This is an optimization exercise on Yosys and OpenROAD, whose aim is small area and a short achievable clock period, not a production implementation.
Where RTL was checked, it was by simulation tests only, not by an equivalence proof against the original.
Only the layout flow was run in run 5; the RTL was not checked for function there.
Power is estimated from default activity; no workload was simulated.

===== flow/design.v =====
module instr_mem_responder #(
    parameter int              ADDR_W   = 16,
    parameter int              DATA_W   = 16,
    parameter int              DEPTH    = 256,
    parameter int              LATENCY  = 2,
    parameter logic [DATA_W-1:0] OOR_WORD = '0
) (
    input  logic                  clock,
    input  logic                  reset,
    input  logic [ADDR_W-1:0]     PC,
    input  logic                  instrmem_rd,
    input  logic                  load_en,
    input  logic [ADDR_W-1:0]     load_addr,
    input  logic [DATA_W-1:0]     load_data,
    output logic [DATA_W-1:0]     instr_dout,
    output logic                  complete_instr,
    output logic                  busy,
    output logic                  addr_err,
    output logic [31:0]           fetch_count
);
    localparam int IDX_W = (DEPTH > 1) ? $clog2(DEPTH) : 1;
    localparam logic [3:0] LAT_M1 = 4'(LATENCY - 1);
    typedef enum logic [1:0] {IDLE, WAIT, RESP} state_t;
    state_t            state, state_next;
    logic [3:0]        lat_cnt, lat_cnt_next;
    logic              accept;
    logic              enter_resp;
    logic              pc_oor;
    logic              load_ok;
    logic [IDX_W-1:0]  pc_idx;
    logic [IDX_W-1:0]  load_idx;
    logic              oor_flag;
    logic [DATA_W-1:0] rd_data;
    logic [DATA_W-1:0] last_dout;
    logic [DATA_W-1:0] resp_word;
    logic [31:0]       count;
    logic [DATA_W-1:0] mem [DEPTH];
    assign pc_oor   = (64'(PC) >= 64'(DEPTH));
    assign load_ok  = (64'(load_addr) < 64'(DEPTH));
    assign pc_idx   = PC[IDX_W-1:0];
    assign load_idx = load_addr[IDX_W-1:0];
    always_comb begin
        state_next   = state;
        lat_cnt_next = lat_cnt;
        accept       = 1'b0;
        case (state)
            IDLE: begin
                if (instrmem_rd) begin
                    accept       = 1'b1;
                    lat_cnt_next = LAT_M1;
                    state_next   = (LATENCY > 1) ? WAIT : RESP;
                end
            end
            WAIT: begin
                if (lat_cnt <= 4'd1) begin
                    lat_cnt_next = 4'd0;
                    state_next   = RESP;
                end else begin
                    lat_cnt_next = lat_cnt - 4'd1;
                end
            end
            RESP: begin
                state_next = IDLE;
            end
            default: begin
                state_next = IDLE;
            end
        endcase
    end
    assign enter_resp = (state_next == RESP) && (state != RESP);
    always_ff @(posedge clock) begin
        if (load_en && load_ok) begin
            mem[load_idx] <= load_data;
        end
        if (accept) begin
            rd_data <= mem[pc_idx];
        end
    end
    always_ff @(posedge clock or posedge reset) begin
        if (reset) begin
            state     <= IDLE;
            lat_cnt   <= 4'd0;
            oor_flag  <= 1'b0;
            last_dout <= '0;
            count     <= 32'd0;
        end else begin
            state   <= state_next;
            lat_cnt <= lat_cnt_next;
            if (accept) begin
                oor_flag <= pc_oor;
            end
            if (enter_resp && (count != 32'hFFFF_FFFF)) begin
                count <= count + 32'd1;
            end
            if (state == RESP) begin
                last_dout <= resp_word;
            end
        end
    end
    assign resp_word          = oor_flag ? OOR_WORD : rd_data;
    assign instr_dout     = (state == RESP) ? resp_word : last_dout;
    assign complete_instr = (state == RESP);
    assign addr_err       = (state == RESP) && oor_flag;
    assign busy           = (state != IDLE);
    assign fetch_count    = count;
endmodule

===== flow/run.sh =====
#!/bin/bash
# synth_recipe.tcl (not shown) runs the flow's synth.tcl, then flattens the netlist and writes it again
# the make line also repeats each setting of config.mk as NAME=value (left out here)
make -C /OpenROAD-flow-scripts/flow DESIGN_CONFIG=/design/flow/config.mk WORK_HOME=/design/flow/orfs CLKGATE_MAP_FILE= SYNTH_SCRIPT=/design/flow/synth_recipe.tcl finish

===== flow/config.mk =====
export PLATFORM = sky130hd
export DESIGN_NAME = instr_mem_responder
export DESIGN_NICKNAME = instr_mem_responder
export VERILOG_FILES = /design/flow/design.v
export SDC_FILE = /design/flow/constraint.sdc
export NUM_CORES = 4
export LEC_CHECK = 0
export CAP_MARGIN = 20
export CORE_MARGIN = 2
export CORE_UTILIZATION = 40
export SLEW_MARGIN = 20

===== flow/constraint.sdc =====
create_clock -name core_clock -period 6.0 [get_ports {clock}]
set_input_delay 1.2000 -clock core_clock [delete_from_list [all_inputs] [get_ports {clock}]]
set_output_delay 1.2000 -clock core_clock [all_outputs]
set_load 0.01 [all_outputs]

==> results of run 1 <==
==> worst max-delay path by stage <==
stage	from	end	slack, ps	depth (start not counted)
finish	PC[0]	rd_data[12]	1120	10
global route	PC[0]	rd_data[8]	1000	11
CTS	PC[0]	rd_data[1]	1280	11
detailed placement	PC[0]	rd_data[1]	280	11
global placement	PC[0]	rd_data[14]	110	9
floorplan	PC[0]	rd_data[6]	2450	9
==> flip-flops by register name, indices dropped and copies added (netlist names) <==
signal and count:
lat_cnt 4, oor_flag 1, state 2, count 32, rd_data 16, mem 4096
last_dout 16
==> power breakdown <==
group | switching [mW] | total [mW] | internal [mW]
combinational | 2.21 | 3.33 | 1.12
clock | 10.9 | 24.7 | 13.7
sequential | 0.0996 | 32.2 | 32.1
==> layout by cell type (no fill, tap or decap), drive strengths merged, types with 8 or more instances in the layout <==
cell type	count
o22ai	166
edfxtp	4112
nand3	38
or4b	8
inv	31
a221oi	57
nand2b	15
a22oi	121
nor4	54
nand4	19
xnor2	25
clkinv	186
mux4	837
clkinvlp	16
nor2b	11
a21oi	142
diode	10
dfrtp	55
bufinv	24
a211oi	37
nor3	174
a221o	8
nand2	131
and3	8
nor2	323
a211o	28
o221ai	114
clkdlybuf4s50	80
buf	581
o21ai	56
a22o	13
mux2	28
clkbuf	501
a2111oi	8
mux2i	459
==> critical path, cell delays in order <==
cell	delay [ps]
buf_16	450
buf_4	420
buf_4	480
mux2i_1	150
o22ai_1	430
nor3_1	130
a211o_1	290
nor4_2	810
o211ai_1	580
nor4_1	510
==> layout make-up <==
cell class                 count  area, µm²
fill                       33400     218000
sequential                  4167     125000
multi-input combinational   2949      33800
clock buffer                 500      10700
tap                         5405       6760
timing repair buffer         662       5930
clock inverter               241       2070
inverter                      16       73.8
antenna                       10       25.0
==> per-layer routing <==
| metal | vias to the layer above | routed length (µm) | track usage | share of wire |
|---|---|---|---|---|
| li1 | 33300 | - | - | - |
| met5 | - | 64 | 0 | 0.00014 |
| met3 | 691 | 39000 | 0.0388 | 0.088 |
| met4 | 12 | 15500 | 0.0671 | 0.035 |
| met2 | 3951 | 213000 | 0.347 | 0.48 |
| met1 | 44000 | 177000 | 0.296 | 0.40 |
==> cell families (layout without fill, tap and decap cells) <==
family                     after synthesis  after routing
DFF                                   4167           4167
AOI/OAI and AO/OA                      776            776
and+or+nand+nor                        815            815
adders and majority gates                3              3
muxes                                 1324           1324
xor gates and xnor gates                31             31
buffers and inverters                  463           1419
other                                    0             10
==> impl_results.md, run 1 <==
* Worst-case clock buffer depth at 4
* Hold Path Class: reg -> reg
* CTS tree: built
* Fmax at 0.205 GHz
* Pre-CTS WS at 278 ps
* Startpoint Class: primary input
* Synth Net Count at 7,634
* Die span in y at 640 µm
* 1st-iter DRT viols at 11,200
* Complex-gate fraction of the synthesized area at 0.0340
* Grt ovf at 0
* CP Capture Type: register
* Fin nets at 8,260
* Adder-Cell Fraction of Synth Area at 0.000232
* Final instance area at 184,000 µm²
* Tot Pwr at 60.2 mW
* H-tree levels at 5
* Drt wl/cell at 31.9 µm
* Total length of routed wires at 445 mm
* Final period utilization at 0.813
* Unrepaired setup endpoints after global routing: false
* Vias per Instance at 5.87
* Setup Viol. Count Final at 0
* Pre-antenna DRT Iters at 5
* Non-filler cells, final at 14,000
* Core Rows at 233
* Vias in the first global route at 81,300
* GP Congestion at 0.880
* Number of clock sinks at 4,167
* Mapped Area at 162,000 µm²
* Worst-margin pin slew at 1210 ps
* Worst reg2reg endpoint: rd_data[12]
* Total GRT Usage at 0.214
* Synth cell count leaders: 4,112 x edfxtp_1, 797 x mux4_2, 459 x mux2i_1
* P&R area growth vs syn at 13.9%
* Largest family of logic cells by synthesized area: multiplexers
* Cell taking the most area after synthesis: edfxtp_1
* Max Slew Vio Count at 0
* Area share of the largest cell type after synthesis at 0.764
* Power density cells at 327 nW/µm²
* Final core utilization at 0.458
* Number of synthesis warnings at 1
* Setup TNS at 0 ps
* EDFF count, synth at 4,112
* Synthesized flop and latch total at 4,167
* Fraction of layout cells with a size suffix above 1 at 0.240
* Post-CTS Setup Inserts at 0
* Synth Area in Simple Gates at 0.0238
* Crit Path Max Fanout at 70
* Asr flop ratio synth at 0.0132
* Max-cap violations at 0
* Hold WS at 489 ps
* PortBufs at 102
* Seq/Total Area, Yosys at 0.772
* Hold path start: last_dout[0]
* Worst Clk Skew at 41.9 ps
* Die Wd at 640 µm
* Synth Area in XOR/XNOR at 0.00168
* Max VDD drop at 0.248 mV
* CTS Root Cell: clkbuf_16
* Post-route ant nets at 0
* Num CTS Buffers at 409
* R2R Setup Slk at 2530 ps
* WHS Path Cells at 2
* Antenna violations before repair at 22
* Final hold violation count at 0
* Arr. time, crit path at 5610 ps
* Worst Hold Endpoint: last_dout[0]
* Gate Count Post-Synth at 7,579
* Post-CTS sizing at 0
* IO Pins at 103
* Reg-to-Reg Start: mem[243][12]
* Worst reg2reg path depth at 7
* Core Area at 403,000 µm²
* Via count at 81,900
* Clock Pin Slew Worst Setup and Hold Paths at 60 ps
* Status: no timing/DRC/antenna violations
* Post-DP HPWL at 273 mm
* Hold Buf Count CTS at 0
* Residual DRC at 0
* Slew HR at 0.194
* Placed insts at 13,200
* Mean Syn Cell Area at 21.3 µm²
* Synth unique cells at 77
* Main flop type after synthesis: edfxtp_1
* First-pass GRT wire length at 627 mm
* Setup WS post-layout at 1120 ps
* Ranking of synthesized cells by area: edfxtp_1 76%, mux4_2 11%, mux2i_1 2.8%
* Largest net degree at the start of global routing at 165
* Leakage at 58.3 nW
* DIE AREA at 409,000 µm²
* Crit path time final at 4880 ps
* Initial Utilization at 0.402
* Most frequent cell after synthesis: edfxtp_1
* DP Area at 171,000 µm²
* Clk Latency, worst-skew pair at 980 ps
* Mux cell area share after synthesis at 0.148
* Worst EP required at 6740 ps
* WS Path Type: in -> reg
==> inputs of run 2 (changes only) <==
==> flow/design.v (replaced) <==
module instr_mem_responder #(
    parameter int              ADDR_W   = 16,
    parameter int              DATA_W   = 16,
    parameter int              DEPTH    = 256,
    parameter int              LATENCY  = 2,
    parameter logic [DATA_W-1:0] OOR_WORD = '0
) (
    input  logic                  clock,
    input  logic                  reset,
    input  logic [ADDR_W-1:0]     PC,
    input  logic                  instrmem_rd,
    input  logic                  load_en,
    input  logic [ADDR_W-1:0]     load_addr,
    input  logic [DATA_W-1:0]     load_data,
    output logic [DATA_W-1:0]     instr_dout,
    output logic                  complete_instr,
    output logic                  busy,
    output logic                  addr_err,
    output logic [31:0]           fetch_count
);
    localparam int IDX_W = (DEPTH > 1) ? $clog2(DEPTH) : 1;
    logic              wb_en;
    logic [IDX_W-1:0]  wb_idx;
    logic [DATA_W-1:0] wb_data;
    logic [IDX_W-1:0]  pc_q;
    logic              oor_q;
    logic              wait_q, resp_q, busy_q, err_q;
    logic [DATA_W-1:0] dout_q;
    logic [31:0]       count;
    logic [DATA_W-1:0] mem [DEPTH];
    always_ff @(posedge clock) begin
        wb_en   <= load_en && (64'(load_addr) < 64'(DEPTH));
        wb_idx  <= load_addr[IDX_W-1:0];
        wb_data <= load_data;
        pc_q    <= PC[IDX_W-1:0];
        oor_q   <= (64'(PC) >= 64'(DEPTH));
    end
    always_ff @(posedge clock) begin
        if (wb_en) begin
            mem[wb_idx] <= wb_data;
        end
    end
    always_ff @(posedge clock or posedge reset) begin
        if (reset) begin
            wait_q <= 1'b0;
            resp_q <= 1'b0;
            busy_q <= 1'b0;
            err_q  <= 1'b0;
            dout_q <= '0;
            count  <= 32'd0;
        end else begin
            wait_q <= !busy_q && instrmem_rd;
            resp_q <= wait_q;
            busy_q <= (!busy_q && instrmem_rd) || wait_q;
            err_q  <= wait_q && oor_q;
            if (wait_q) begin
                dout_q <= oor_q ? OOR_WORD : mem[pc_q];
                if (count != 32'hFFFF_FFFF) begin
                    count <= count + 32'd1;
                end
            end
        end
    end
    assign instr_dout     = dout_q;
    assign complete_instr = resp_q;
    assign addr_err       = err_q;
    assign busy           = busy_q;
    assign fetch_count    = count;
endmodule
==> impl_results.md, run 2 <==
* Antenna violations before repair at 19 (-14%)
* EDFF count, synth at 4,096 (-0.39%)
* Die Wd at 638 µm (-0.21%)
* Num CTS Buffers at 422 (+3.2%)
* Max VDD drop at 0.246 mV (-0.74%)
* Area share of the largest cell type after synthesis at 0.764 (about the same)
* Worst Clk Skew at 55.8 ps (+13.9 ps)
* Most frequent cell after synthesis: edfxtp_1
* Biggest register: mem
* Fmax at 0.206 GHz (+0.28%)
* Setup Viol. Count Final at 0 (unchanged)
* Worst-margin pin slew at 1190 ps (-19.0 ps)
* Buf+Inv Stages, Crit Path at 2 (-1)
* Most frequent cells in the layout: 4,096 x edfxtp_1, 806 x mux4_2, 585 x mux2i_1
* Crit Path Max Fanout at 36 (-49%)
* Leakage at 58.2 nW (-0.20%)
* Max-cap violations at 0 (unchanged)
* Arr. time, crit path at 5690 ps (+80 ps)
* Final period utilization at 0.811 (-0.00224)
* Gate Count Post-Synth at 7,560 (-0.25%)
* Fraction of layout cells with a size suffix above 1 at 0.231 (-0.00951)
* Setup TNS at 0 ps (unchanged)
* Final instance area at 184,000 µm² (-0.19%)
* Commonest non-fill, non-tap cell in the layout: edfxtp_1
* Seq/Total Area, Yosys at 0.776 (+0.00409)
* Hold Path Class: reg -> reg
* Residual DRC at 0 (unchanged)
* CP Cell Sequence: buf_12 > buf_4 > mux4_2 > mux4_2 > a21oi_1 > nand4_1 > a21oi_1 > o2bb2ai_1
* 1st-iter DRT viols at 10,900 (-3.0%)
* Synth Net Count at 7,613 (-0.28%)
* Grt ovf at 0 (unchanged)
* Worst-case clock buffer depth at 4 (unchanged)
* Ranking of synthesized cells by area: edfxtp_1 76%, mux4_2 11%, mux2i_1 3.6%
* Synthesized flop and latch total at 4,182 (+0.36%)
* Power density cells at 333 nW/µm² (+1.9%)
* Crit path time final at 4860 ps (-13.5 ps)
* Largest stage delay on the critical path at 1020 ps (+210 ps)
* Hold path start: busy_q
* Mean Syn Cell Area at 21.3 µm² (-0.18%)
* Core Area at 400,000 µm² (-0.65%)
* PortBufs at 102 (unchanged)
* Unrepaired setup endpoints after global routing: false
* Vias in the first global route at 80,400 (-1.1%)
* Startpoint Class: register
* Pre-antenna DRT Iters at 6 (+1)
* Mapped Area at 161,000 µm² (-0.43%)
* Drt wl/cell at 32.3 µm (+1.2%)
* Status: no timing/DRC/antenna violations
* H-tree levels at 5 (unchanged)
* Die span in y at 638 µm (-0.21%)
* WL met2 at 210 mm (-1.8%)
* Synth cell count leaders: 4,096 x edfxtp_1, 806 x mux4_2, 585 x mux2i_1
* P&R area growth vs syn at 14.2%
* WS Path Type: reg -> reg
* CP Capture Type: register
* Total length of routed wires at 443 mm (-0.45%)
* Via count at 81,500 (-0.58%)
* Asr flop ratio synth at 0.0124 (-0.000765)
* Metal-1 WL at 180 mm (+1.8%)
* Slowest-stage cell, CP: dfxtp_4
* Post-CTS sizing at 0 (unchanged)
* Kind of cell adding the most delay to the critical path: compound AO/OA/AOI/OAI gates
* Max Slew Vio Count at 0 (unchanged)
* Largest net degree at the start of global routing at 209 (+27%)
* CTS Root Cell: clkbuf_16
* Highest Signal Layer: met5
* GP Congestion at 0.844 (-4.0%)
* Clk Latency, worst-skew pair at 990 ps (about the same)
* Synth unique cells at 71 (-7.8%)
* Post-DP HPWL at 261 mm (-4.6%)
* Slew HR at 0.201 (+0.00658)
* Cell taking the most area after synthesis: edfxtp_1
* Met3 routed WL at 36.8 mm (-5.6%)
* Pre-CTS WS at 1170 ps (+893 ps)
* Number of synthesis warnings at 1 (unchanged)
* Main flop type after synthesis: edfxtp_1
* Worst EP required at 6820 ps (+80 ps)
* Max reg flops at 4,096 (unchanged)
* Clock Pin Slew Worst Setup and Hold Paths at 60 ps (about the same)
* Number of clock sinks at 4,182 (+0.36%)
* Top Registers: mem: 4096 flops, count: 32 flops
* Fin nets at 8,141 (-1.4%)
* DP Area at 170,000 µm² (-0.81%)
* Final hold violation count at 0 (unchanged)
* Vias per Instance at 5.94 (+1.1%)
* Post-route ant nets at 0 (unchanged)
* Hold Buf Count CTS at 0 (unchanged)
* IO Pins at 103 (unchanged)
* Setup WS post-layout at 1140 ps (+13.5 ps)
* Core Rows at 232 (-0.43%)
* Total GRT Usage at 0.213 (-0.00109)
* Initial Utilization at 0.403 (+0.000883)
* Post-CTS Setup Inserts at 0 (unchanged)
* CTS tree: built
* Hold WS at 480 ps (-8.87 ps)
* DIE AREA at 408,000 µm² (-0.42%)
* Final core utilization at 0.460 (+0.00210)
* First-pass GRT wire length at 623 mm (-0.75%)
* FILL cells at 33,000 (-1.3%)
==> run 2: kinds of logic (layout without fill, tap and decap cells) <==
family	Yosys count	count (layout)	synth area share
buf+inv	457	1346	0.0174
simple gates	665	665	0.0189
compound gates	825	825	0.0359
xor+xnor	31	31	0.00169
mux	1399	1399	0.150
flops	4182	4182	0.776
other cells	0	8	0
fa+ha+maj	1	1	0.0000777
==> run 2: area by class of cell <==
type / count / area [µm²] / share of cell area
diodes: 8 / 20.0 / 0.000109
well taps: 5265 / 6590 / 0.0358
repair buffers: 553 / 5030 / 0.0273
clock inverters: 262 / 2490 / 0.0136
multi-input cells: 2921 / 33500 / 0.182
flip-flops and latches: 4182 / 125000 / 0.680
clock buffers: 523 / 11200 / 0.0608
inverters: 8 / 42.5 / 0.000231
==> run 2: stage by stage <==
stage,std cells,power (mW)
after detailed placement,12900,35.7
final,13700,61.2
after floorplan,7560,34.6
after global placement,12900,35.6
after global routing,13700,62.7
after CTS,13700,61.5
==> run 2: worst paths after layout <==
check / cells after the start / slack (ps) / end
min: 1 / 480 / wait_q
max reg2reg: 8 / 1140 / dout_q[0]
max in group asynchronous: 4 / 4750 / dout_q[0]
min in group asynchronous: 3 / 600 / count[0]
max: 8 / 1140 / dout_q[0]
min reg2reg: 1 / 480 / wait_q
==> run 2: power by group <==
part | leakage, nW | total [mW] | switching [mW] | internal, mW
Clock | 6.69 | 26.1 | 11.2 | 14.9
Sequential | 37.8 | 32.3 | 0.208 | 32.1
Combinational | 13.7 | 2.76 | 1.77 | 0.991
==> run 2: layer usage <==
layer / GRT usage / vias up
li1: - / 33000
met1: 0.303 / 43700
met2: 0.339 / 4012
met3: 0.0317 / 688
met4: 0.0711 / 2
met5: 0 / -
==> inputs of run 3 (changes only) <==
--- a/flow/design.v
+++ b/flow/design.v
@@ -18,26 +18,42 @@
     output logic                  addr_err,
     output logic [31:0]           fetch_count
 );
-    localparam int IDX_W = (DEPTH > 1) ? $clog2(DEPTH) : 1;
-    logic              wb_en;
-    logic [IDX_W-1:0]  wb_idx;
-    logic [DATA_W-1:0] wb_data;
-    logic [IDX_W-1:0]  pc_q;
-    logic              oor_q;
-    logic              wait_q, resp_q, busy_q, err_q;
-    logic [DATA_W-1:0] dout_q;
-    logic [31:0]       count;
-    logic [DATA_W-1:0] mem [DEPTH];
+    logic        wb_en;
+    logic [7:0]  wb_idx;
+    logic [15:0] wb_data;
+    logic [15:0] sel_lo, sel_hi;
+    logic        oor_q;
+    logic        wait_q, resp_q, busy_q, err_q;
+    logic [15:0] dout_q;
+    logic [31:0] count;
+    logic [15:0] mem [256];
+    logic [15:0] rd_word;
     always_ff @(posedge clock) begin
-        wb_en   <= load_en && (64'(load_addr) < 64'(DEPTH));
-        wb_idx  <= load_addr[IDX_W-1:0];
+        wb_en   <= load_en && (load_addr[15:8] == 8'd0);
+        wb_idx  <= load_addr[7:0];
         wb_data <= load_data;
-        pc_q    <= PC[IDX_W-1:0];
-        oor_q   <= (64'(PC) >= 64'(DEPTH));
+        oor_q   <= (PC[15:8] != 8'd0);
+        for (int i = 0; i < 16; i++) begin
+            sel_lo[i] <= (PC[3:0] == 4'(i));
+            sel_hi[i] <= (PC[7:4] == 4'(i)) && (PC[15:8] == 8'd0);
+        end
     end
-    always_ff @(posedge clock) begin
-        if (wb_en) begin
-            mem[wb_idx] <= wb_data;
+    for (genvar w = 0; w < 256; w++) begin : g_word
+        always_ff @(posedge clock) begin
+            if (wb_en && (wb_idx == 8'(w))) begin
+                mem[w] <= wb_data;
+            end
+        end
+    end
+    always_comb begin
+        rd_word = '0;
+        for (int i = 0; i < 16; i++) begin
+            logic [15:0] part;
+            part = '0;
+            for (int j = 0; j < 16; j++) begin
+                part = part | (mem[16*i+j] & {16{sel_lo[j]}});
+            end
+            rd_word = rd_word | (part & {16{sel_hi[i]}});
         end
     end
     always_ff @(posedge clock or posedge reset) begin
@@ -54,7 +70,7 @@
             busy_q <= (!busy_q && instrmem_rd) || wait_q;
             err_q  <= wait_q && oor_q;
             if (wait_q) begin
-                dout_q <= oor_q ? OOR_WORD : mem[pc_q];
+                dout_q <= rd_word;
                 if (count != 32'hFFFF_FFFF) begin
                     count <= count + 32'd1;
                 end
--- a/flow/config.mk
+++ b/flow/config.mk
@@ -5,7 +5,9 @@
 export SDC_FILE = /design/flow/constraint.sdc
 export NUM_CORES = 4
 export LEC_CHECK = 0
+export ABC_CLOCK_PERIOD_IN_PS = 2800
 export CAP_MARGIN = 20
 export CORE_MARGIN = 2
 export CORE_UTILIZATION = 40
+export SETUP_SLACK_MARGIN = 3.0
 export SLEW_MARGIN = 20
==> impl_results.md, run 3 <==
* Mapped Area at 151,000 µm² (-6.2%)
* Number of clock sinks at 4,206 (+0.57%)
* Biggest register: mem
* Cell taking the most area after synthesis: edfxtp_1
* Vias per Instance at 6.37 (+7.3%)
* CP Capture Type: register
* Synth unique cells at 42 (-41%)
* Max Slew Vio Count at 0 (unchanged)
* Seq/Total Area, Yosys at 0.831 (+0.0549)
* Antenna violations before repair at 26 (+7)
* Synth cell count leaders: 4,096 x edfxtp_1, 1,041 x a22o_1, 1,031 x a221oi_1
* First-pass GRT wire length at 660 mm (+6.0%)
* Ranking of synthesized cells by area: edfxtp_1 81%, a22o_1 6.0%, a221oi_1 6.0%
* Post-route ant nets at 0 (unchanged)
* Storage element area at 126,000 µm² (+0.45%)
* P&R area growth vs syn at 17.1%
* Setup WS post-layout at 2790 ps (+1660 ps)
* DIE AREA at 382,000 µm² (-6.2%)
* Largest stage delay on the critical path at 1150 ps (+130 ps)
* H-tree levels at 5 (unchanged)
* Hold Buf Count CTS at 0 (unchanged)
* 1st-iter DRT viols at 13,200 (+21%)
* Setup TNS at 0 ps (unchanged)
* Crit path time final at 3210 ps (-1660 ps)
* Slew HR at 0.210 (+0.00884)
* Fmax at 0.312 GHz (+52%)
* Number of synthesis warnings at 2 (+1)
* PortBufs at 102 (unchanged)
* Total GRT Usage at 0.244 (+0.0307)
* Worst-margin pin slew at 1190 ps (-4.11 ps)
* Gate Count Post-Synth at 7,687 (+1.7%)
* Buf+Inv Stages, Crit Path at 0 (-2)
* Worst-case clock buffer depth at 4 (unchanged)
* Startpoint Class: register
* IO Pins at 103 (unchanged)
* Hold Path Class: reg -> reg
* FILL cells at 30,800 (-6.5%)
* EDFF count, synth at 4,096 (unchanged)
* Via count at 86,400 (+6.1%)
* Synth Net Count at 7,740 (+1.7%)
* Worst EP required at 6580 ps (-240 ps)
* Fraction of layout cells with a size suffix above 1 at 0.173 (-0.0577)
* Drt wl/cell at 35.6 µm (+10%)
* CP Cell Sequence: nor2_1 > nand2_1 > nor2_2
* Unrepaired setup endpoints after global routing: true
* Kind of cell adding the most delay to the critical path: simple AND/OR/NAND/NOR gates
* Pre-CTS WS at 2170 ps (+997 ps)
* Max-cap violations at 0 (unchanged)
* Die span in y at 618 µm (-3.2%)
* Final period utilization at 0.534 (-0.276)
* Final hold violation count at 0 (unchanged)
* Max reg flops at 4,096 (unchanged)
* Max VDD drop at 0.254 mV (+3.0%)
* Main flop type after synthesis: edfxtp_1
* Vias in the first global route at 82,300 (+2.3%)
* Grt ovf at 0 (unchanged)
* CTS tree: built
* Arr. time, crit path at 3780 ps (-1910 ps)
* Area of the multi-input gates at 25,100 µm² (-25%)
* Largest net degree at the start of global routing at 202 (-3.3%)
* WS Path Type: reg -> reg
* Synthesized flop and latch total at 4,206 (+0.57%)
* Clk Latency, worst-skew pair at 980 ps (about the same)
* Asr flop ratio synth at 0.0124 (-0.0000710)
* Num CTS Buffers at 420 (-0.47%)
* Setup Viol. Count Final at 0 (unchanged)
* Core Area at 376,000 µm² (-6.1%)
* Commonest non-fill, non-tap cell in the layout: edfxtp_1
* Total length of routed wires at 482 mm (+8.9%)
* Die Wd at 618 µm (-3.2%)
* Initial Utilization at 0.402 (-0.000561)
* Mean Syn Cell Area at 19.6 µm² (-7.8%)
* Status: no timing/DRC/antenna violations
* Fin nets at 8,223 (+1.0%)
* Leakage at 54.6 nW (-6.2%)
* Slowest-stage cell, CP: nor2_2
* Post-DP HPWL at 269 mm (+3.0%)
* Clock Pin Slew Worst Setup and Hold Paths at 60 ps (about the same)
* Most frequent cell after synthesis: edfxtp_1
* Most frequent cells in the layout: 4,096 x edfxtp_1, 1,036 x a22o_1, 967 x a221oi_1
* CTS Root Cell: clkbuf_16
* Crit Path Max Fanout at 16 (-56%)
* Top Registers: mem: 4096 flops, count: 32 flops
* Core Rows at 225 (-3.0%)
* GP Congestion at 0.861 (+2.0%)
* Area share of the largest cell type after synthesis at 0.815 (+0.0509)
* Power density cells at 342 nW/µm² (+2.8%)
* Residual DRC at 0 (unchanged)
* Worst Clk Skew at 54.5 ps (-1.38 ps)
* Pre-antenna DRT Iters at 6 (unchanged)
-- run 3: cell type report --
class | count | area share
inverters | 8 | 0.000170
multi-input cells | 2954 | 0.142
flip-flops and latches | 4206 | 0.711
clock inverters | 257 | 0.0134
clock buffers | 524 | 0.0629
well taps | 4994 | 0.0353
repair buffers | 580 | 0.0354
diodes | 38 | 0.000538
-- run 3: logic make-up (layout without fill, tap and decap cells) --
group	after synthesis	after routing	synth area share
DFF	4206	4206	0.831
AOI/OAI and AO/OA	2196	2196	0.127
and+or+nand+nor	725	725	0.0248
buffers and inverters	527	1369	0.0152
xor gates and xnor gates	31	31	0.00180
adders and majority gates	1	1	0.0000829
muxes	1	1	0.0000746
other	0	38	0
-- run 3: timing repair --
action                                  4_1_cts  5_1_grt
endpoints found under the setup margin     1489      660
gates cloned                                  5        8
buffers inserted                             77       20
pin swaps                                    63       40
resized for setup                           327       81
endpoints found under the hold margin         0        0
-- run 3: path summary, 6_finish.rpt --
path / from / end / slack (ps) / depth (start not counted)
max: wb_idx[5] / mem[76][2] / 2790 / 3
min: busy_q / wait_q / 440 / 1
max reg2reg: wb_idx[5] / mem[76][2] / 2790 / 3
min reg2reg: busy_q / wait_q / 440 / 1
max in group asynchronous: reset / dout_q[0] / 4300 / 3
min in group asynchronous: reset / busy_q / 870 / 3
-- run 3: layer usage --
layer	wire [µm]	track usage	part of all wire
met5	69	0	0.00014
met4	25300	0.114	0.052
met3	50900	0.0453	0.11
met2	223000	0.383	0.46
met1	183000	0.330	0.38
-- run 3: power breakdown --
part	total [mW]	switching, mW	internal [mW]
combinational	2.12	1.49	0.634
sequential	32.5	0.260	32.3
clock	25.8	11.2	14.6
-- run 3: per-stage QoR --
stage,hold WS (ps),cells,util,instance area (µm²),power [mW]
2_1_floorplan,365,7687,-,151000,34.0
3_3_place_gp,427,12600,0.425,160000,35.0
3_5_place_dp,432,12600,0.426,160000,35.1
4_1_cts,441,13500,0.468,176000,60.6
5_1_grt,477,13500,0.471,177000,61.8
6_report,437,13600,0.471,177000,60.5
==> inputs of run 4 (changes only) <==
--- a/flow/config.mk
+++ b/flow/config.mk
@@ -5,9 +5,9 @@
 export SDC_FILE = /design/flow/constraint.sdc
 export NUM_CORES = 4
 export LEC_CHECK = 0
-export ABC_CLOCK_PERIOD_IN_PS = 2800
+export ABC_CLOCK_PERIOD_IN_PS = 2500
 export CAP_MARGIN = 20
 export CORE_MARGIN = 2
 export CORE_UTILIZATION = 40
-export SETUP_SLACK_MARGIN = 3.0
+export SETUP_SLACK_MARGIN = 3.5
 export SLEW_MARGIN = 20
==> impl_results.md, run 4 <==
* Seq/Total Area, Yosys at 0.831 (unchanged)
* GP Congestion at 0.861 (unchanged)
* Area share of the largest cell type after synthesis at 0.815 (unchanged)
* Final period utilization at 0.498 (-0.0366)
* Hold WS at 526 ps (+88.9 ps)
* P&R area growth vs syn at 21.7%
* DP Area at 160,000 µm² (unchanged)
* 1st-iter DRT viols at 13,100 (-0.27%)
* Status: no timing/DRC/antenna violations
* Synthesized flop and latch total at 4,206 (unchanged)
* Cell taking the most area after synthesis: edfxtp_1
* Crit path time final at 2990 ps (-219 ps)
* Initial Utilization at 0.402 (unchanged)
* Max-cap violations at 0 (unchanged)
* Synth unique cells at 42 (unchanged)
* Die span in y at 618 µm (unchanged)
* Arr. time, crit path at 3800 ps (+20 ps)
* Setup WS post-layout at 3010 ps (+219 ps)
* Placed insts at 12,600 (unchanged)
* Post-DP HPWL at 269 mm (unchanged)
* DIE AREA at 382,000 µm² (unchanged)
* Top Registers: mem: 4096 flops, count: 32 flops
* Tot Pwr at 60.9 mW (+0.62%)
* Asr flop ratio synth at 0.0124 (unchanged)
* Clock Pin Slew Worst Setup and Hold Paths at 60 ps (about the same)
* Synth cell count leaders: 4,096 x edfxtp_1, 1,041 x a22o_1, 1,031 x a221oi_1
* Worst reg2reg path depth at 9 (+6)
* CTS tree: built
* Synth Net Count at 7,740 (unchanged)
* Worst-margin pin slew at 1190 ps (+3.13 ps)
* Max Slew Vio Count at 0 (unchanged)
* Mapped Area at 151,000 µm² (unchanged)
* Non-filler cells, final at 13,800 (+1.9%)
* First-pass GRT wire length at 694 mm (+5.1%)
* Final core utilization at 0.489 (+0.0184)
* Mean Syn Cell Area at 19.6 µm² (unchanged)
* FILL cells at 30,000 (-2.7%)
* Via count at 88,300 (+2.2%)
* Die Wd at 618 µm (unchanged)
* Max VDD drop at 0.253 mV (-0.30%)
* Number of clock sinks at 4,206 (unchanged)
* Num CTS Buffers at 420 (unchanged)
* Ranking of synthesized cells by area: edfxtp_1 81%, a22o_1 6.0%, a221oi_1 6.0%
* Commonest non-fill, non-tap cell in the layout: edfxtp_1
* Max reg flops at 4,096 (unchanged)
* Residual DRC at 0 (unchanged)
* Largest net degree at the start of global routing at 202 (unchanged)
* Gate Count Post-Synth at 7,687 (unchanged)
* WHS Path Cells at 2 (+1)
* Vias per Instance at 6.39 (+0.31%)
* Number of synthesis warnings at 2 (unchanged)
* Total length of routed wires at 512 mm (+6.1%)
* Worst EP required at 6810 ps (+230 ps)
* Crit Path Max Fanout at 13 (-3)
* Slew HR at 0.208 (-0.00209)
* Core Rows at 225 (unchanged)
* Fin nets at 8,503 (+3.4%)
* Main flop type after synthesis: edfxtp_1
* Worst Clk Skew at 54.7 ps (+0.232 ps)
* WS Path Type: reg -> reg
* Hold path start: busy_q
* Pre-CTS WS at 2170 ps (unchanged)
* Hold Path Class: reg -> reg
* Most frequent cell after synthesis: edfxtp_1
* Setup TNS at 0 ps (unchanged)
* Leakage at 57.6 nW (+5.5%)
* Final instance area at 184,000 µm² (+3.9%)
* Drt wl/cell at 37.0 µm (+4.2%)
* Unrepaired setup endpoints after global routing: true
* Pre-antenna DRT Iters at 8 (+2)
* Grt ovf at 0 (unchanged)
* Biggest register: mem
* Clk Latency, worst-skew pair at 1000 ps (+20 ps)
* PortBufs at 102 (unchanged)
* H-tree levels at 5 (unchanged)
* Most frequent cells in the layout: 4,096 x edfxtp_1, 1,026 x a22o_1, 772 x a221oi_1
* Setup Viol. Count Final at 0 (unchanged)
* EDFF count, synth at 4,096 (unchanged)
* CTS Root Cell: clkbuf_16
* Worst-case clock buffer depth at 4 (unchanged)
* Worst Hold Endpoint: wait_q
* Startpoint Class: register
* Antenna violations before repair at 20 (-23%)
* Fmax at 0.335 GHz (+7.4%)
* Worst reg2reg endpoint: dout_q[12]
* Fraction of layout cells with a size suffix above 1 at 0.232 (+0.0597)
* Vias in the first global route at 84,700 (+2.8%)
* Total GRT Usage at 0.260 (+0.0165)
* Power density cells at 331 nW/µm² (-3.2%)
* Post-route ant nets at 0 (unchanged)
* R2R Setup Slk at 3010 ps (+220 ps)
* IO Pins at 103 (unchanged)
* Core Area at 376,000 µm² (unchanged)
* Reg-to-Reg Start: sel_lo[3]
* CP Capture Type: register
* Final hold violation count at 0 (unchanged)
run 4: cell families (layout without fill, tap and decap cells):
group,Yosys count,count (layout),share of synthesized area
AOI/OAI and AO/OA,2196,2196,0.127
xor gates and xnor gates,31,31,0.00180
adders and majority gates,1,1,0.0000829
buffers and inverters,527,1649,0.0152
DFF,4206,4206,0.831
muxes,1,1,0.0000746
other,0,16,0
and+or+nand+nor,725,725,0.0248
run 4: critical path, stage by stage (launching register included):
cell and delay, ps:
dfxtp_4 360, buf_6 140, buf_4 150, buf_12 150, a22o_1 220, a221oi_2 200
nand4_1 370, a22oi_2 630, and4_4 450, a31oi_4 110
run 4: area by class of cell:
type	instances	area, µm²	share of cell area
diodes	16	40.0	0.000218
clock inverters	257	2380	0.0129
multi-input cells	2954	27100	0.148
well taps	4994	6250	0.0340
repair buffers	860	11100	0.0607
flip-flops and latches	4206	126000	0.684
clock buffers	524	11100	0.0605
inverters	8	30.0	0.000163
run 4: power by group:
group          total (mW)  internal [mW]  switching [mW]
clock network        25.9           14.6            11.2
registers            32.5           32.3           0.256
logic                2.47          0.823            1.64
total                60.9           47.7            13.1
run 4: worst max-delay path by stage:
stage                     from       endpoint  slack [ps]  cells after the start
global placement    sel_lo[15]     dout_q[14]        1960                      7
detailed placement  sel_lo[13]      dout_q[6]        2170                      8
floorplan           wb_data[0]      mem[0][0]        3520                      0
finish               sel_lo[3]     dout_q[12]        3010                      9
global route        sel_lo[11]     dout_q[13]        3040                      8
CTS                  dout_q[9]  instr_dout[9]        3050                      1
run 4: repair_timing:
item,CTS,global route
setup buffers,287,48
setup endpoints to repair,3468,784
cloned,49,7
pin swaps,239,98
gates resized for setup,957,141
hold buffers,0,0
run 4: metal layers:
| layer | up-vias | part of all wire | GRT usage |
|---|---|---|---|
| met5 | - | 0.00018 | 0 |
| met4 | 12 | 0.062 | 0.147 |
| met3 | 1066 | 0.12 | 0.0745 |
| met2 | 5950 | 0.46 | 0.401 |
| met1 | 46300 | 0.36 | 0.331 |
| li1 | 35000 | - | - |
==> inputs of run 5 (changes only) <==
--- a/flow/design.v
+++ b/flow/design.v
@@ -18,25 +18,23 @@
     output logic                  addr_err,
     output logic [31:0]           fetch_count
 );
+    logic [15:0] mem [256];
     logic        wb_en;
     logic [7:0]  wb_idx;
     logic [15:0] wb_data;
-    logic [15:0] sel_lo, sel_hi;
+    logic        byp_hit;
+    logic [15:0] byp_data;
+    logic [15:0] cand [16];
+    logic [15:0] sel_hi_n;
     logic        oor_q;
     logic        wait_q, resp_q, busy_q, err_q;
     logic [15:0] dout_q;
     logic [31:0] count;
-    logic [15:0] mem [256];
     logic [15:0] rd_word;
     always_ff @(posedge clock) begin
         wb_en   <= load_en && (load_addr[15:8] == 8'd0);
         wb_idx  <= load_addr[7:0];
         wb_data <= load_data;
-        oor_q   <= (PC[15:8] != 8'd0);
-        for (int i = 0; i < 16; i++) begin
-            sel_lo[i] <= (PC[3:0] == 4'(i));
-            sel_hi[i] <= (PC[7:4] == 4'(i)) && (PC[15:8] == 8'd0);
-        end
     end
     for (genvar w = 0; w < 256; w++) begin : g_word
         always_ff @(posedge clock) begin
@@ -45,16 +43,29 @@
             end
         end
     end
+    always_ff @(posedge clock) begin
+        oor_q    <= (PC[15:8] != 8'd0);
+        byp_hit  <= wb_en && (wb_idx == PC[7:0]);
+        byp_data <= wb_data;
+        for (int i = 0; i < 16; i++) begin
+            logic [15:0] c;
+            c = '1;
+            for (int j = 0; j < 16; j++) begin
+                c = c & (mem[16*i+j] | {16{PC[3:0] != 4'(j)}});
+            end
+            cand[i]     <= c;
+            sel_hi_n[i] <= (PC[7:4] != 4'(i));
+        end
+    end
     always_comb begin
-        rd_word = '0;
+        rd_word = '1;
         for (int i = 0; i < 16; i++) begin
-            logic [15:0] part;
-            part = '0;
-            for (int j = 0; j < 16; j++) begin
-                part = part | (mem[16*i+j] & {16{sel_lo[j]}});
-            end
-            rd_word = rd_word | (part & {16{sel_hi[i]}});
+            rd_word = rd_word & (cand[i] | {16{sel_hi_n[i]}});
         end
+        if (byp_hit) begin
+            rd_word = byp_data;
+        end
+        rd_word = rd_word & {16{!oor_q}};
     end
     always_ff @(posedge clock or posedge reset) begin
         if (reset) begin
--- a/flow/config.mk
+++ b/flow/config.mk
@@ -9,5 +9,7 @@
 export CAP_MARGIN = 20
 export CORE_MARGIN = 2
 export CORE_UTILIZATION = 40
-export SETUP_SLACK_MARGIN = 3.5
+export CTS_CLUSTER_DIAMETER = 100
+export CTS_CLUSTER_SIZE = 25
+export SETUP_SLACK_MARGIN = 3.3
 export SLEW_MARGIN = 20
==> impl_results.md, run 5 <==
* Leakage at 57.6 nW (about the same)
* Residual DRC at 0 (unchanged)
* Synth Net Count at 9,423 (+22%)
* Main flop type after synthesis: edfxtp_1
* Vias per Instance at 7.08 (+11%)
* Number of synthesis warnings at 3 (+1)
* CP Capture Type: register
* Worst EP required at 6940 ps (+130 ps)
* Met2 Usage GRT at 0.464 (+0.0632)
* PortBufs at 102 (unchanged)
* Synthesized flop and latch total at 4,463 (+6.1%)
* WHS Path Cells at 1 (-1)
* Unrepaired setup endpoints after global routing: true
* Status: failed layout checks
* Area of the multi-input gates at 31,900 µm² (+18%)
* Final period utilization at 0.491 (-0.00679)
* Ranking of synthesized cells by area: edfxtp_1 75%, o22ai_1 5.4%, dfxtp_1 3.9%
* P&R area growth vs syn at 13.1%
* Max VDD drop at 0.255 mV (+0.70%)
* Max-cap violations at 0 (unchanged)
* Worst Clk Skew at 73.5 ps (+18.9 ps)
* GP Congestion at 1.00 (+16%)
* WS Path Type: reg -> reg
* Commonest non-fill, non-tap cell in the layout: edfxtp_1
* Clock Pin Slew Worst Setup and Hold Paths at 100 ps (+40 ps)
* Antenna violations before repair at 95 (+380%)
* Cell taking the most area after synthesis: edfxtp_1
* FILL cells at 34,700 (+16%)
* 1st-iter DRT viols at 22,900 (+75%)
* Non-filler cells, final at 15,600 (+13%)
* Via count at 111,000 (+25%)
* Core Area at 406,000 µm² (+8.2%)
* First-pass GRT wire length at 933 mm (+35%)
* CTS tree: built
* CTS Root Cell: clkbuf_16
* Post-DP HPWL at 406 mm (+51%)
* Biggest register: mem
* Synth unique cells at 80 (+90%)
* Worst-margin pin slew at 1610 ps (+417 ps)
* EDFF count, synth at 4,096 (unchanged)
* Grt ovf at 0 (unchanged)
* Seq/Total Area, Yosys at 0.799 (-0.0317)
* Worst-case clock buffer depth at 4 (unchanged)
* Die span in y at 643 µm (+4.0%)
* Fin nets at 9,920 (+17%)
* Pre-antenna DRT Iters at 10 (+2)
* Fmax at 0.340 GHz (+1.4%)
* Asr flop ratio synth at 0.0117 (-0.000712)
* Mean Syn Cell Area at 17.4 µm² (-11%)
* Startpoint Class: register
* Tot Pwr at 55.3 mW (-9.1%)
* Top Registers: mem: 4096 flops, cand: 256 flops, count: 32 flops
* Total length of routed wires at 720 mm (+41%)
* Arr. time, crit path at 3890 ps (+90 ps)
* Core Rows at 234 (+4.0%)
* Max reg flops at 4,096 (unchanged)
* Area share of the largest cell type after synthesis at 0.753 (-0.0619)
* Most frequent cells in the layout: 4,096 x edfxtp_1, 1,400 x o22ai_1, 658 x buf_4
* Initial Utilization at 0.402 (about the same)
* Most frequent cell after synthesis: edfxtp_1
* Setup Viol. Count Final at 0 (unchanged)
* Worst reg2reg path depth at 6 (-3)
* Vias in the first global route at 98,800 (+17%)
* Hold Buf Count CTS at 0 (unchanged)
* Largest net degree at the start of global routing at 178 (-12%)
* Slew HR at -0.0701 (-0.278)
* Met1 Use GR at 0.403 (+0.0724)
* Crit Path Max Fanout at 12 (-1)
* IO Pins at 103 (unchanged)
* Power density cells at 299 nW/µm² (-9.7%)
* Max Slew Vio Count at 73 (+73)
* Setup TNS at 0 ps (unchanged)
* Number of clock sinks at 4,463 (+6.1%)
* Crit path time final at 2950 ps (-40.7 ps)
* Die Wd at 643 µm (+4.0%)
* Storage element area at 131,000 µm² (+4.0%)
* Placed insts at 14,800 (+17%)
* Met3 Use GR at 0.157 (+0.0829)
* Mapped Area at 163,000 µm² (+8.2%)
* Final hold violation count at 0 (unchanged)
* Clk Latency, worst-skew pair at 1010 ps (about the same)
* Synth cell count leaders: 4,096 x edfxtp_1, 1,402 x o22ai_1, 497 x nor2_1
* Gate Count Post-Synth at 9,370 (+22%)
* Num CTS Buffers at 203 (-52%)
* Most Used Layer, Global Route: met2
* Drt wl/cell at 46.0 µm (+24%)
* H-tree levels at 4 (-1)
* DIE AREA at 414,000 µm² (+8.2%)
* Violated checks: slew limit
* Fraction of layout cells with a size suffix above 1 at 0.190 (-0.0427)
* Total GRT Usage at 0.337 (+0.0765)
* Post-route ant nets at 0 (unchanged)
* Hold Path Class: reg -> reg
-- run 5: cell count changes after synthesis, sizes merged, moves of 203 or more --
cell    previous run  this run
mux2i              0       259
nand2             37       240
dfxtp             58       315
a22o            1041        58
nand4            266        15
o22ai              0      1402
mux2               1       325
a221oi          1041        77
-- run 5: timing repair --
action                                  in CTS  in global routing
endpoints found under the setup margin    3007                249
pin swaps                                   39                 13
cloned                                      24                  2
endpoints found under the hold margin        0                  0
setup buffers                              197                 44
gates resized for setup                    434                 44
-- run 5: kinds of logic (layout without fill, tap and decap cells) --
kind of cell | after synthesis | count (layout) | share of synthesized area
compound gates | 2476 | 2476 | 0.105
mux | 623 | 623 | 0.0436
simple gates | 1119 | 1136 | 0.0317
other cells | 0 | 175 | 0
buf+inv | 658 | 1305 | 0.0188
fa+ha+maj | 1 | 1 | 0.0000766
flops | 4463 | 4463 | 0.799
xor+xnor | 30 | 30 | 0.00161
-- run 5: routing by layer --
layer  vias up  wire (µm)  part of all wire
met1     55700     229000              0.32
met5         -       1530            0.0021
met2     12400     296000              0.41
li1      39600          -                 -
met3      3020     127000              0.18
met4        46      66600             0.093
-- run 5: through the flow --
stage / setup WS (ps) / hold slack (ps) / utilization / area (µm²)
2_1_floorplan: 3290 / 436 / - / 164000
3_3_place_gp: 1490 / 427 / 0.429 / 174000
3_5_place_dp: 1460 / 434 / 0.430 / 175000
4_1_cts: 3180 / 464 / 0.452 / 184000
5_1_grt: 3190 / 487 / 0.454 / 185000
6_report: 3050 / 462 / 0.455 / 185000
-- run 5: layout make-up --
class | instances | share of cell area
tap | 5428 | 0.0367
clock inverter | 14 | 0.00113
clock buffer | 358 | 0.0309
sequential | 4463 | 0.707
multi-input combinational | 4266 | 0.173
timing repair buffer | 922 | 0.0487
antenna | 175 | 0.00237
inverter | 11 | 0.000393
-- run 5: worst paths after layout --
kind	slack (ps)	to	start
max reg2reg	3050	dout_q[13]	sel_hi_n[1]
min reg2reg	460	dout_q[13]	byp_data[13]
min in group asynchronous	680	count[21]	reset
max in group asynchronous	4700	count[8]	reset
min	460	dout_q[13]	byp_data[13]
max	3050	dout_q[13]	sel_hi_n[1]
-- run 5: worst max-delay path: stages (launching register included) --
cell and delay [ps]:
dfxtp_1 550, buf_4 420, o22ai_1 420, nor2_1 230
nand3_1 510, nor4_4 570, a221o_1 180
-- run 5: power by group --
part / total, mW / switching, mW / internal (mW) / leakage (nW)
clock: 16.5 / 9.90 / 6.60 / 2.81
sequential: 34.8 / 0.621 / 34.1 / 40.2
combinational: 4.07 / 3.01 / 1.06 / 14.6
==> inputs of run 6 (changes only) <==
--- a/flow/design.v
+++ b/flow/design.v
@@ -18,52 +18,43 @@
     output logic                  addr_err,
     output logic [31:0]           fetch_count
 );
-    logic [15:0] mem [256];
-    logic        wb_en;
-    logic [7:0]  wb_idx;
+    logic [15:0] wb_hi, wb_lo;    
     logic [15:0] wb_data;
-    logic        byp_hit;
-    logic [15:0] byp_data;
-    logic [15:0] cand [16];
-    logic [15:0] sel_hi_n;
+    logic [15:0] sel_lo, sel_hi;
     logic        oor_q;
     logic        wait_q, resp_q, busy_q, err_q;
     logic [15:0] dout_q;
     logic [31:0] count;
+    logic [15:0] mem [256];
     logic [15:0] rd_word;
     always_ff @(posedge clock) begin
-        wb_en   <= load_en && (load_addr[15:8] == 8'd0);
-        wb_idx  <= load_addr[7:0];
+        for (int i = 0; i < 16; i++) begin
+            wb_hi[i] <= load_en && (load_addr[15:8] == 8'd0) && (load_addr[7:4] == 4'(i));
+            wb_lo[i] <= (load_addr[3:0] == 4'(i));
+        end
         wb_data <= load_data;
+        oor_q   <= (PC[15:8] != 8'd0);
+        for (int i = 0; i < 16; i++) begin
+            sel_lo[i] <= (PC[3:0] != 4'(i));
+            sel_hi[i] <= !((PC[7:4] == 4'(i)) && (PC[15:8] == 8'd0));
+        end
     end
     for (genvar w = 0; w < 256; w++) begin : g_word
         always_ff @(posedge clock) begin
-            if (wb_en && (wb_idx == 8'(w))) begin
+            if (wb_hi[w/16] && wb_lo[w%16]) begin
                 mem[w] <= wb_data;
             end
-        end
-    end
-    always_ff @(posedge clock) begin
-        oor_q    <= (PC[15:8] != 8'd0);
-        byp_hit  <= wb_en && (wb_idx == PC[7:0]);
-        byp_data <= wb_data;
-        for (int i = 0; i < 16; i++) begin
-            logic [15:0] c;
-            c = '1;
-            for (int j = 0; j < 16; j++) begin
-                c = c & (mem[16*i+j] | {16{PC[3:0] != 4'(j)}});
-            end
-            cand[i]     <= c;
-            sel_hi_n[i] <= (PC[7:4] != 4'(i));
         end
     end
     always_comb begin
         rd_word = '1;
         for (int i = 0; i < 16; i++) begin
-            rd_word = rd_word & (cand[i] | {16{sel_hi_n[i]}});
-        end
-        if (byp_hit) begin
-            rd_word = byp_data;
+            logic [15:0] part;
+            part = '1;
+            for (int j = 0; j < 16; j++) begin
+                part = part & (mem[16*i+j] | {16{sel_lo[j]}});
+            end
+            rd_word = rd_word & (part | {16{sel_hi[i]}});
         end
         rd_word = rd_word & {16{!oor_q}};
     end
--- a/flow/config.mk
+++ b/flow/config.mk
@@ -8,8 +8,9 @@
 export ABC_CLOCK_PERIOD_IN_PS = 2500
 export CAP_MARGIN = 20
 export CORE_MARGIN = 2
-export CORE_UTILIZATION = 40
+export CORE_UTILIZATION = 48
 export CTS_CLUSTER_DIAMETER = 100
 export CTS_CLUSTER_SIZE = 25
+export PLACE_DENSITY = 0.62
 export SETUP_SLACK_MARGIN = 3.3
 export SLEW_MARGIN = 20
==> impl_results.md, run 6 <==
* Status: failed layout checks
* Violated checks: antenna rules
* Most frequent cells in the layout: 4,096 x edfxtp_1, 2,005 x o22ai_1, 692 x nor2_1
* Synth cell count leaders: 4,096 x edfxtp_1, 2,009 x o22ai_1, 700 x nor2_1
* Tot Pwr at 50.3 mW (-9.0%)
* Worst reg2reg endpoint: dout_q[13]
* Die span in y at 564 µm (-12%)
* H-tree levels at 4 (unchanged)
* Seq/Total Area, Yosys at 0.837 (+0.0377)
* Post-DP HPWL at 273 mm (-33%)
* Leakage at 53.2 nW (-7.6%)
* Mapped Area at 150,000 µm² (-7.9%)
* Post-route ant nets at 3 (+3)
* Max Slew Vio Count at 0 (-100%)
* Max VDD drop at 0.231 mV (-9.1%)
* Biggest register: mem
* Via count at 93,900 (-15%)
* Max reg flops at 4,096 (unchanged)
* Setup Viol. Count Final at 0 (unchanged)
* Synth Area in Simple Gates at 0.0462 (+0.0145)
* Grt ovf at 0 (unchanged)
* FILL cells at 23,600 (-32%)
* Core Rows at 205 (-12%)
* Residual DRC at 0 (unchanged)
* Final period utilization at 0.520 (+0.0294)
* Placed insts at 12,500 (-16%)
* Largest net degree at the start of global routing at 201 (+13%)
* Worst EP required at 6870 ps (-70 ps)
* Largest family of logic cells by synthesized area: compound AO/OA/AOI/OAI gates
* Commonest non-fill, non-tap cell in the layout: edfxtp_1
* Startpoint Class: register
* Synth Net Count at 8,544 (-9.3%)
* Synth Area in XOR/XNOR at 0.00181 (+0.000197)
* Slew HR at 0.0581 (+0.128)
* Total GRT Usage at 0.325 (-0.0120)
* PortBufs at 102 (unchanged)
* Crit Path Max Fanout at 19 (+7)
* Final hold violation count at 0 (unchanged)
* Unrepaired setup endpoints after global routing: true
* Number of clock sinks at 4,229 (-5.2%)
* Setup WS post-layout at 2880 ps (-177 ps)
* WS Path Type: reg -> reg
* Crit path time final at 3120 ps (+177 ps)
* Most frequent cell after synthesis: edfxtp_1
* Final core utilization at 0.550 (+0.0947)
* DP Area at 157,000 µm² (-9.8%)
* Synth unique cells at 55 (-31%)
* Antenna violations before repair at 52 (-45%)
* Worst reg2reg path depth at 8 (+2)
* Worst-case clock buffer depth at 4 (unchanged)
* Num CTS Buffers at 195 (-3.9%)
* EDFF count, synth at 4,096 (unchanged)
* Mean Syn Cell Area at 17.7 µm² (+1.6%)
* DIE AREA at 318,000 µm² (-23%)
* Die Wd at 564 µm (-12%)
* Synthesized flop and latch total at 4,229 (-5.2%)
* Arr. time, crit path at 3990 ps (+100 ps)
* Vias in the first global route at 84,000 (-15%)
* Non-filler cells, final at 13,400 (-15%)
* Initial Utilization at 0.482 (+0.0803)
* Total length of routed wires at 548 mm (-24%)
* P&R area growth vs syn at 14.0%
* Crit path to: dout_q[13]
* R2R Setup Slk at 2880 ps (-180 ps)
* Core Area at 312,000 µm² (-23%)
* Worst-margin pin slew at 1410 ps (-199 ps)
* Worst Clk Skew at 79.0 ps (+5.45 ps)
* Power density cells at 294 nW/µm² (-1.9%)
* Drt wl/cell at 41.0 µm (-11%)
* 1st-iter DRT viols at 18,700 (-18%)
* IO Pins at 103 (unchanged)
* Setup TNS at 0 ps (unchanged)
* Hold WS at 437 ps (-24.6 ps)
* Adder-Cell Fraction of Synth Area at 0.0000832 (+0.00000659)
* CTS tree: built
* WHS Path Cells at 1 (unchanged)
* Ranking of synthesized cells by area: edfxtp_1 82%, o22ai_1 8.4%, nor2_1 1.7%
* Reg-to-Reg Start: sel_lo[3]
* First-pass GRT wire length at 709 mm (-24%)
* Max-cap violations at 0 (unchanged)
* CTS Root Cell: clkbuf_16
* GP Congestion at 0.882 (-12%)
* Vias per Instance at 7.03 (-0.70%)
* Asr flop ratio synth at 0.0123 (+0.000645)
* Final instance area at 171,000 µm² (-7.3%)
* Number of synthesis warnings at 2 (-1)
* Gate Count Post-Synth at 8,491 (-9.4%)
* Cell taking the most area after synthesis: edfxtp_1
* Hold Path Class: reg -> reg
* Complex-gate fraction of the synthesized area at 0.0968 (-0.00788)
* Critical path origin: sel_lo[3]
* Pre-antenna DRT Iters at 9 (-1)
* Clock Pin Slew Worst Setup and Hold Paths at 100 ps (about the same)
* CP Capture Type: register
* Main flop type after synthesis: edfxtp_1
* Top Registers: mem: 4096 flops, count: 32 flops
* Mux cell area share after synthesis at 0.0000749 (-0.0436)
* Area share of the largest cell type after synthesis at 0.818 (+0.0648)
* Fraction of layout cells with a size suffix above 1 at 0.141 (-0.0488)
* Clk Latency, worst-skew pair at 980 ps (-30 ps)
* Pre-CTS WS at 1990 ps (+530 ps)
* Fmax at 0.320 GHz (-5.7%)
* Fin nets at 9,010 (-9.2%)
## run 6: worst min path at each step
stage | slack [ps] | start | endpoint
final | 440 | busy_q | wait_q
after global routing | 470 | busy_q | wait_q
after CTS | 440 | busy_q | wait_q
after detailed placement | 430 | busy_q | wait_q
after global placement | 420 | busy_q | wait_q
after floorplan | 460 | oor_q | err_q
## run 6: critical path, stage by stage, from the launching register on
cell and delay, ps:
dfxtp_4 450, buf_6 250, buf_8 260, o22ai_1 130, nor2_1 120, nand4_1 640, a22o_1 420, or4_1 490
o32ai_2 250
## run 6: timing repair
action	in CTS	in global routing
gates resized for setup	514	217
pin swaps	41	110
buffers inserted	191	114
hold buffers	0	0
setup endpoints to repair	67	67
cloned	41	40
## run 6: cells by family (layout without fill, tap and decap cells)
| kind of cell | after synthesis | count (layout) |
|---|---|---|
| xor+xnor | 31 | 31 |
| simple gates | 1413 | 1413 |
| buf+inv | 528 | 1106 |
| fa+ha+maj | 1 | 1 |
| other cells | 0 | 147 |
| mux | 1 | 1 |
| compound gates | 2288 | 2288 |
| flops | 4229 | 4229 |
## run 6: final cells by class
class / count / area [µm²] / area share
Tap cell: 4140 / 5180 / 0.0302
Inverter: 26 / 97.6 / 0.000569
Timing Repair Buffer: 771 / 10700 / 0.0627
Clock buffer: 291 / 5280 / 0.0308
Antenna cell: 147 / 368 / 0.00215
Sequential cell: 4229 / 126000 / 0.736
Clock inverter: 18 / 284 / 0.00166
Multi-Input combinational cell: 3734 / 23400 / 0.136
## run 6: where the power goes
part	total, mW	switching (mW)	internal (mW)
Combinational	2.39	1.70	0.693
Sequential	32.5	0.140	32.3
Clock	15.4	9.21	6.23
Total	50.3	11.1	39.3
## run 6: layer usage
layer | global-route usage | part of all wire | wire length (µm)
met1 | 0.444 | 0.34 | 188000
met2 | 0.472 | 0.43 | 237000
met3 | 0.107 | 0.17 | 92400
met4 | 0.154 | 0.056 | 30900
met5 | 0 | 0.00051 | 282
==> inputs of run 7 (changes only) <==
--- a/flow/config.mk
+++ b/flow/config.mk
@@ -8,9 +8,8 @@
 export ABC_CLOCK_PERIOD_IN_PS = 2500
 export CAP_MARGIN = 20
 export CORE_MARGIN = 2
-export CORE_UTILIZATION = 48
+export CORE_UTILIZATION = 40
 export CTS_CLUSTER_DIAMETER = 100
 export CTS_CLUSTER_SIZE = 25
-export PLACE_DENSITY = 0.62
 export SETUP_SLACK_MARGIN = 3.3
 export SLEW_MARGIN = 20
==> impl_results.md, run 7 <==
* Synthesized flop and latch total at 4,229 (unchanged)
* Residual DRC at 0 (unchanged)
* CTS tree: built
* Setup WS post-layout at 2850 ps (-23.9 ps)
* Pre-CTS WS at 1360 ps (-636 ps)
* Post-DP HPWL at 280 mm (+2.7%)
* Setup TNS at 0 ps (unchanged)
* Storage element area at 126,000 µm² (about the same)
* Worst Clk Skew at 69.4 ps (-9.64 ps)
* Most frequent cell after synthesis: edfxtp_1
* WS Path Type: reg -> reg
* Most frequent cells in the layout: 4,096 x edfxtp_1, 1,995 x o22ai_1, 695 x nor2_1
* Seq/Total Area, Yosys at 0.837 (unchanged)
* Gate Count Post-Synth at 8,491 (unchanged)
* Worst-margin pin slew at 1320 ps (-81.9 ps)
* Fmax at 0.318 GHz (-0.76%)
* Crit Path Max Fanout at 9 (-10)
* Die span in y at 617 µm (+9.5%)
* Synth Net Count at 8,544 (unchanged)
* Final hold violation count at 0 (unchanged)
* Grt ovf at 0 (unchanged)
* Hold Buf Count CTS at 0 (unchanged)
* Cell taking the most area after synthesis: edfxtp_1
* Pre-antenna DRT Iters at 8 (-1)
* Number of clock sinks at 4,229 (unchanged)
* Max Slew Vio Count at 0 (unchanged)
* Fraction of layout cells with a size suffix above 1 at 0.142 (+0.00123)
* Max VDD drop at 0.232 mV (+0.27%)
* EDFF count, synth at 4,096 (unchanged)
* Clock Pin Slew Worst Setup and Hold Paths at 100 ps (about the same)
* Leakage at 53.1 nW (-0.26%)
* Max reg flops at 4,096 (unchanged)
* H-tree levels at 4 (unchanged)
* DIE AREA at 381,000 µm² (+20%)
* IO Pins at 103 (unchanged)
* 1st-iter DRT viols at 17,800 (-5.0%)
* Hold Path Class: reg -> reg
* PortBufs at 102 (unchanged)
* Main flop type after synthesis: edfxtp_1
* Largest net degree at the start of global routing at 193 (-4.0%)
* Core Rows at 225 (+9.8%)
* Antenna violations before repair at 45 (-13%)
* Setup Viol. Count Final at 0 (unchanged)
* Top Registers: mem: 4096 flops, count: 32 flops
* Slew HR at 0.117 (+0.0590)
* Worst-case clock buffer depth at 4 (unchanged)
* Mapped Area at 150,000 µm² (unchanged)
* Vias in the first global route at 83,400 (-0.77%)
* Area share of the largest cell type after synthesis at 0.818 (unchanged)
* Clk Latency, worst-skew pair at 960 ps (-20 ps)
* Number of synthesis warnings at 2 (unchanged)
* GP Congestion at 0.879 (-0.29%)
* Synth unique cells at 55 (unchanged)
* Area of the multi-input gates at 23,500 µm² (+0.43%)
* Post-route ant nets at 0 (-3)
* Asr flop ratio synth at 0.0123 (unchanged)
* Via count at 92,000 (-2.0%)
* Arr. time, crit path at 4010 ps (+20 ps)
* Mean Syn Cell Area at 17.7 µm² (unchanged)
* Core Area at 375,000 µm² (+20%)
* Startpoint Class: register
* Vias per Instance at 6.51 (-7.4%)
* P&R area growth vs syn at 14.4%
* CTS Root Cell: clkbuf_16
* Status: no timing/DRC/antenna violations
* Synth cell count leaders: 4,096 x edfxtp_1, 2,009 x o22ai_1, 700 x nor2_1
* Biggest register: mem
* Drt wl/cell at 38.2 µm (-7.0%)
* Ranking of synthesized cells by area: edfxtp_1 82%, o22ai_1 8.4%, nor2_1 1.7%
* Crit path time final at 3150 ps (+23.9 ps)
* Worst EP required at 6870 ps (about the same)
* Max-cap violations at 0 (unchanged)
* Final period utilization at 0.524 (+0.00398)
* Total GRT Usage at 0.270 (-0.0548)
* First-pass GRT wire length at 711 mm (+0.32%)
* FILL cells at 31,400 (+33%)
* Die Wd at 617 µm (+9.5%)
* Commonest non-fill, non-tap cell in the layout: edfxtp_1
* Total length of routed wires at 540 mm (-1.5%)
* Unrepaired setup endpoints after global routing: true
* CP Capture Type: register
* Initial Utilization at 0.401 (-0.0811)
* Fin nets at 9,028 (+0.20%)
* Power density cells at 290 nW/µm² (-1.2%)
* Num CTS Buffers at 196 (+0.51%)
[run 7: worst max-delay path: stages (launching register included)]
cell and delay (ps):
dfxtp_1 1020, inv_1 610, a222oi_1 1130, a32o_1 290
[run 7: final cells by class]
type | instances | area share
Tap cell | 4994 | 0.0363
Sequential cell | 4229 | 0.733
Clock inverter | 6 | 0.000436
Inverter | 26 | 0.000567
Multi-Input combinational cell | 3734 | 0.136
Timing Repair Buffer | 788 | 0.0619
Antenna cell | 86 | 0.00125
Clock buffer | 278 | 0.0304
[run 7: final timing paths]
path	from	endpoint	slack, ps	depth (start not counted)
setup / recovery	sel_hi[1]	dout_q[15]	2850	3
hold / removal	busy_q	wait_q	470	1
setup reg to reg	sel_hi[1]	dout_q[15]	2850	3
hold reg to reg	busy_q	wait_q	470	1
max in group asynchronous	reset	dout_q[1]	4550	3
min in group asynchronous	reset	count[23]	810	3
[run 7: timing repair]
action,in CTS,in global routing
resized for setup,675,129
pin swaps,96,70
cloned,41,21
endpoints found under the setup margin,83,59
buffers inserted,216,94
[run 7: cell families (layout without fill, tap and decap cells)]
group | after synthesis | count (layout) | share of synthesized area
DFF | 4229 | 4229 | 0.837
AOI/OAI and AO/OA | 2288 | 2288 | 0.0968
and+or+nand+nor | 1413 | 1413 | 0.0462
buffers and inverters | 528 | 1098 | 0.0178
xor gates and xnor gates | 31 | 31 | 0.00181
adders and majority gates | 1 | 1 | 0.0000832
muxes | 1 | 1 | 0.0000749
other | 0 | 86 | 0
[run 7: power by group]
group | total, mW | switching [mW] | internal [mW]
sequential | 32.5 | 0.170 | 32.3
combinational | 2.34 | 1.65 | 0.692
clock | 15.1 | 8.96 | 6.12
total | 49.9 | 10.8 | 39.2
[run 7: metal layers]
layer  routed length, µm  track usage  up-vias
li1                    -            -    35800
met1              190000        0.363    47400
met2              239000        0.406     7748
met3               81000       0.0792     1124
met4               29400        0.125       16
met5                 139      0.00164        -
[run 7: per-stage QoR]
| step | cells | cell area (µm²) | total power [mW] | hold slack, ps | util |
|---|---|---|---|---|---|
| final | 14100 | 172000 | 49.9 | 466 | 0.459 |
| after global routing | 14100 | 172000 | 50.9 | 505 | 0.458 |
| after CTS | 13900 | 170000 | 49.7 | 474 | 0.452 |
| after detailed placement | 13400 | 158000 | 35.0 | 459 | 0.422 |
| after global placement | 13400 | 158000 | 35.0 | 450 | 0.422 |
| after floorplan | 8491 | 150000 | 34.0 | 456 | - |

static timing again, ports no longer ideal:
How much do the figures lean on ideal ports? The routed layouts below were timed once more, with nothing changed but the port constraints.
Step 1 (the two cells are an assumption about what drives the block):
set clk [get_ports {clock}]
set_driving_cell -lib_cell sky130_fd_sc_hd__clkbuf_16 $clk
set_driving_cell -lib_cell sky130_fd_sc_hd__buf_2 [delete_from_list [all_inputs] $clk]
Step 2 also shifts input and output timing later by t, the mid clock arrival at the registers, as if the neighbouring blocks saw the same clock.
a / b / c = no drivers / after step 1 / after step 2; a / b = the first two.
run	t, ns	slack for setup (ns)	latest minus earliest clock arrival (ns)	worst slew at a driven data input, ns	pins driven straight from the clock port
run 1	1.075	1.122 / 1.107 / 0.032	0.053 / 0.052	0.15	1
run 2	1.077	1.136 / 1.136 / 1.136	0.065 / 0.065	0.07	1
run 3	1.063	2.795 / 2.795 / 2.795	0.057 / 0.057	0.09	1
run 4	1.078	3.014 / 2.986 / 3.014	0.059 / 0.060	0.09	1
run 5	1.087	3.055 / 2.909 / 1.822	0.074 / 0.074	0.45	1
run 6	1.069	2.878 / 2.878 / 2.800	0.090 / 0.091	0.23	1
run 7	1.037	2.854 / 2.854 / 2.566	0.080 / 0.080	0.20	1
For run 5, which loses most, drivers alone change the setup slack by -0.146 ns; drivers and shift together by -1.233 ns.
